This is an optimization exercise on Yosys and OpenROAD, whose aim is small area, not a production implementation. At most, simulation tests tie the RTL to the original design; equivalence was not proved.

== north ==
Design rule110_frame_rx, start of the top module:
module rule110_frame_rx
(
  input  logic             clk,
  input  logic             rst,
  input  logic [rule110_pkg::WORD-1:0]  word_in,
  input  logic             word_valid,
  input  logic             sof,
  input  logic             check_en,
  output logic [rule110_pkg::CELLS-1:0] frame_out,
  output logic             frame_valid,
  output logic             mismatch,
  output logic             sync_err,
  output logic [15:0]      frame_count,
  output logic [7:0]       err_count,
  output rule110_pkg::rx_state_e state_dbg
);
==> module rule110_frame_rx, before the edit <==
module rule110_frame_rx
(
  input  logic             clk,
  input  logic             rst,
  input  logic [rule110_pkg::WORD-1:0]  word_in,
  input  logic             word_valid,
  input  logic             sof,
  input  logic             check_en,
  output logic [rule110_pkg::CELLS-1:0] frame_out,
  output logic             frame_valid,
  output logic             mismatch,
  output logic             sync_err,
  output logic [15:0]      frame_count,
  output logic [7:0]       err_count,
  output rule110_pkg::rx_state_e state_dbg
);
  localparam int CELLS = rule110_pkg::CELLS;
  localparam int WORD  = rule110_pkg::WORD;
  localparam int WORDS = rule110_pkg::WORDS;
  rule110_pkg::rx_state_e state_q;
  logic [3:0]             idx_q;
  logic [CELLS-WORD-1:0]  asm_q;      
  logic [CELLS-1:0]       frame_q;    
  logic                   have_prev_q;
  logic                   diff_q;     
  logic                   frame_valid_q;
  logic                   mismatch_q;
  logic                   sync_err_q;
  logic [15:0]            frame_count_q;
  logic [7:0]             err_count_q;
  logic                   recv;
  logic                   take;
  logic                   last;
  logic [WORDS-1:0]       sel;
  logic [CELLS+1:0]       ext;
  logic [WORD+1:0]        win;
  logic [WORD-1:0]        exp_w;
  logic                   diff_w;
  logic                   diff_all;
  logic                   mismatch_d;
  assign recv = (state_q == rule110_pkg::RECV);
  assign take = word_valid & (sof | recv);           
  assign last = word_valid & recv & ~sof & (idx_q == 4'(WORDS - 1));
  assign ext = {1'b0, frame_q, 1'b0};
  always_comb begin
    for (int w = 0; w < WORDS; w++)
      sel[w] = (w == 0) ? sof : (~sof & (idx_q == 4'(w)));
    win = '0;
    for (int w = 0; w < WORDS; w++)
      win = win | ({(WORD+2){sel[w]}} & ext[CELLS+1-WORD*w -: WORD+2]);
  end
  rule110_step #(.N(WORD)) u_step (
    .cur_i (win[WORD:1]),
    .l_i   (win[WORD+1]),
    .r_i   (win[0]),
    .nxt_o (exp_w)
  );
  assign diff_w     = (word_in != exp_w);
  assign diff_all   = diff_w | diff_q;
  assign mismatch_d = check_en & have_prev_q & diff_all;
  logic sh_asm;
  logic hold_asm;
  assign sh_asm   = word_valid & ~rst;
  assign hold_asm = ~word_valid & ~rst;
  always_ff @(posedge clk) begin
    asm_q <= ({CELLS-WORD{sh_asm}} & {asm_q[CELLS-2*WORD-1:0], word_in})
           | ({CELLS-WORD{hold_asm}} & asm_q);
  end
  logic ld_frame;
  logic hold_frame;
  assign ld_frame   = last & ~rst;
  assign hold_frame = ~last & ~rst;
  always_ff @(posedge clk) begin
    frame_q <= ({CELLS{ld_frame}} & {asm_q, word_in}) | ({CELLS{hold_frame}} & frame_q);
  end
  always_ff @(posedge clk) begin
    if (take) diff_q <= diff_w | (diff_q & ~sof);
  end
  always_ff @(posedge clk) begin
    if (rst) begin
      state_q       <= rule110_pkg::IDLE;
      idx_q         <= '0;
      have_prev_q   <= 1'b0;
      frame_valid_q <= 1'b0;
      mismatch_q    <= 1'b0;
      sync_err_q    <= 1'b0;
      frame_count_q <= '0;
      err_count_q   <= '0;
    end else begin
      frame_valid_q <= last;
      mismatch_q    <= last & mismatch_d;
      sync_err_q    <= word_valid & (recv ? sof : ~sof);
      if (take) begin
        state_q <= rule110_pkg::RECV;
        idx_q   <= sof ? 4'd1 : idx_q + 4'd1;
      end
      if (last) begin
        have_prev_q   <= 1'b1;
        frame_count_q <= frame_count_q + 16'd1;
        if (mismatch_d && (err_count_q != 8'hFF)) begin
          err_count_q <= err_count_q + 8'd1;
        end
        state_q <= rule110_pkg::IDLE;
      end
    end
  end
  assign frame_out   = frame_q;
  assign frame_valid = frame_valid_q;
  assign mismatch    = mismatch_q;
  assign sync_err    = sync_err_q;
  assign frame_count = frame_count_q;
  assign err_count   = err_count_q;
  assign state_dbg   = state_q;
endmodule
export LEC_CHECK = 0
export ABC_AREA = 1
export CAP_MARGIN = 20
export CORE_MARGIN = 2
export CORE_UTILIZATION = 60
export PLACE_DENSITY = 0.7
export SLEW_MARGIN = 20
export BUFFER_PORTS_ARGS = -buffer_cell sky130_fd_sc_hd__buf_1
export CTS_ARGS = -sink_clustering_enable -repair_clock_nets -dont_use_dummy_load -buf_list {sky130_fd_sc_hd__clkbuf_8} -sink_clustering_size 16 -sink_clustering_max_diameter 45
create_clock -name core_clock -period 5.0 [get_ports {clk}]
standard.sh (not shown) runs the stock make flow with config.mk's settings and CLKGATE_MAP_FILE= SYNTH_SCRIPT=/design/flow/synth_recipe.tcl, a recipe that flattens the netlist after the stock synthesis.
==> flow/flow/run.sh <==
#!/bin/bash
# The standard layout with three changes:
#  - after the standard synthesis (unchanged), the combinational gates are
#    re-mapped by ABC for area (flow/remap.ys); registers keep names and cells;
#  - port buffers use buf_1 instead of clkdlybuf4s50_1;
#  - the clock tree uses clkbuf_8 with larger sink clusters and no dummy loads.
set -e
cat >> config.mk <<'EOC'
export BUFFER_PORTS_ARGS = -buffer_cell sky130_fd_sc_hd__buf_1
export CTS_ARGS = -sink_clustering_enable -repair_clock_nets -dont_use_dummy_load -buf_list {sky130_fd_sc_hd__clkbuf_8} -sink_clustering_size 16 -sink_clustering_max_diameter 45
EOC
bash standard.sh synth > standard_synth.log 2>&1
R=orfs/results/$FLOW_PLATFORM/rule110_frame_rx/base
cp $R/1_2_yosys.v $R/1_2_yosys_std.v
LIB=$FLOW_HOME/platforms/$FLOW_PLATFORM/lib/sky130_fd_sc_hd__tt_025C_1v80.lib
sed -e "s|@LIB@|$LIB|g" -e "s|@IN@|$R/1_2_yosys_std.v|g" -e "s|@OUT@|$R/1_2_yosys_remap.v|g" \
    -e "s|@TOP@|$FLOW_TOP|g" -e "s|@ABC@|flow/remap.abc|g" -e "s|@STAT@|remap_stat.txt|g" \
    flow/remap.ys.in > remap.ys
YOSYS=$(command -v yosys || echo $FLOW_HOME/../tools/install/yosys/bin/yosys)
"$YOSYS" -s remap.ys > remap.log 2>&1
cp $R/1_2_yosys_remap.v $R/1_2_yosys.v
rm -f $R/1_synth.odb $R/1_synth.sdc
bash standard.sh > standard.log 2>&1
==> flow/flow/remap.abc <==
&get -n
&st
&dch
&nf -a -R 1000
&put
==> flow/flow/remap.ys.in <==
# Re-map the combinational logic of the standard synthesis for area. The
# flip-flops (and every other sequential cell) are kept as they are, with their
# names and cell types; only the gates between them are re-mapped.
read_liberty -ignore_miss_func @LIB@
read_verilog -defer @IN@
hierarchy -top @TOP@
setattr -mod -set keep_hierarchy 1 sky130_fd_sc_hd__*df* sky130_fd_sc_hd__*dl* sky130_fd_sc_hd__conb_1
flatten
delete t:$scopeinfo
rename -hide w:*.*
select -module @TOP@
opt -full
abc -liberty @LIB@ -dont_use sky130_fd_sc_hd__probe_p_8 -dont_use sky130_fd_sc_hd__probec_p_8 -dont_use sky130_fd_sc_hd__lpflow_* -script @ABC@
opt_clean -purge
hilomap -singleton -hicell sky130_fd_sc_hd__conb_1 HI -locell sky130_fd_sc_hd__conb_1 LO
insbuf -buf sky130_fd_sc_hd__buf_4 A X
opt_clean -purge
tee -o @STAT@ stat -liberty @LIB@
write_verilog -noattr -nohex -nodec -selected @OUT@
## Diff of input files: south against north
--- a/flow/design.v
+++ b/flow/design.v
@@ -52,59 +52,47 @@
   logic [15:0]            frame_count_q;
   logic [7:0]             err_count_q;
   logic                   recv;
   logic                   take;
   logic                   last;
-  logic [WORDS-1:0]       sel;
+  logic [3:0]             widx;
   logic [CELLS+1:0]       ext;
   logic [WORD+1:0]        win;
   logic [WORD-1:0]        exp_w;
   logic                   diff_w;
   logic                   diff_all;
   logic                   mismatch_d;
   assign recv = (state_q == rule110_pkg::RECV);
   assign take = word_valid & (sof | recv);           
   assign last = word_valid & recv & ~sof & (idx_q == 4'(WORDS - 1));
+  assign widx = sof ? 4'd0 : idx_q;
   assign ext = {1'b0, frame_q, 1'b0};
   always_comb begin
-    for (int w = 0; w < WORDS; w++)
-      sel[w] = (w == 0) ? sof : (~sof & (idx_q == 4'(w)));
     win = '0;
     for (int w = 0; w < WORDS; w++)
-      win = win | ({(WORD+2){sel[w]}} & ext[CELLS+1-WORD*w -: WORD+2]);
+      if (widx == 4'(w)) win = ext[CELLS+1-WORD*w -: WORD+2];
   end
   rule110_step #(.N(WORD)) u_step (
     .cur_i (win[WORD:1]),
     .l_i   (win[WORD+1]),
     .r_i   (win[0]),
     .nxt_o (exp_w)
   );
   assign diff_w     = (word_in != exp_w);
   assign diff_all   = diff_w | diff_q;
   assign mismatch_d = check_en & have_prev_q & diff_all;
-  logic sh_asm;
-  logic hold_asm;
-  assign sh_asm   = word_valid & ~rst;
-  assign hold_asm = ~word_valid & ~rst;
   always_ff @(posedge clk) begin
-    asm_q <= ({CELLS-WORD{sh_asm}} & {asm_q[CELLS-2*WORD-1:0], word_in})
-           | ({CELLS-WORD{hold_asm}} & asm_q);
-  end
-  logic ld_frame;
-  logic hold_frame;
-  assign ld_frame   = last & ~rst;
-  assign hold_frame = ~last & ~rst;
-  always_ff @(posedge clk) begin
-    frame_q <= ({CELLS{ld_frame}} & {asm_q, word_in}) | ({CELLS{hold_frame}} & frame_q);
+    if (word_valid) asm_q <= {asm_q[CELLS-2*WORD-1:0], word_in};
   end
   always_ff @(posedge clk) begin
     if (take) diff_q <= diff_w | (diff_q & ~sof);
   end
   always_ff @(posedge clk) begin
     if (rst) begin
       state_q       <= rule110_pkg::IDLE;
       idx_q         <= '0;
+      frame_q       <= '0;
       have_prev_q   <= 1'b0;
       frame_valid_q <= 1'b0;
       mismatch_q    <= 1'b0;
       sync_err_q    <= 1'b0;
       frame_count_q <= '0;
@@ -116,10 +104,11 @@
       if (take) begin
         state_q <= rule110_pkg::RECV;
         idx_q   <= sof ? 4'd1 : idx_q + 4'd1;
       end
       if (last) begin
+        frame_q       <= {asm_q, word_in};
         have_prev_q   <= 1'b1;
         frame_count_q <= frame_count_q + 16'd1;
         if (mismatch_d && (err_count_q != 8'hFF)) begin
           err_count_q <= err_count_q + 8'd1;
         end
Findings:
Post-layout minimum cycle time: higher on south. north -> south: final-report hold violation count delta 0, exact match. Between south and north, it is south whose synthesized netlist cell count is lower, by about 12%. south vs north, via count went down by 1688. Compared with north, south ends up with a larger final cell area. Comparing south and north, first-pass iteration count of the detailed router is higher on south.
For south, only the layout was checked, not whether the RTL still works.

-- separate check: timing with driven ports --
In the flow no input, the clock included, has a driving cell. The finished layouts below were timed again as built, in two steps. Step 1 assumes that a clkbuf_16 drives the clock port and a buf_2 every other input. Step 2 also shifts input and output timing later by t, the mid clock arrival at the registers, as if the neighbouring blocks saw the same clock. a / b / c = ideal ports / drivers / drivers and shift; a / b = the first two.
run | t (ns) | setup WS [ns] | worst data-port slew with drivers (ns) | cell pins on the clock port's net
north | 0.609 | 0.451 / 0.442 / -0.168 | 0.07 | 1
south | 0.616 | 0.285 / 0.309 / -0.307 | 0.04 | 1
With both steps, setup timing fails in north and south, where it was met with ideal ports. For north, which loses most, drivers alone change the setup slack by -0.009 ns; drivers and shift together by -0.619 ns.
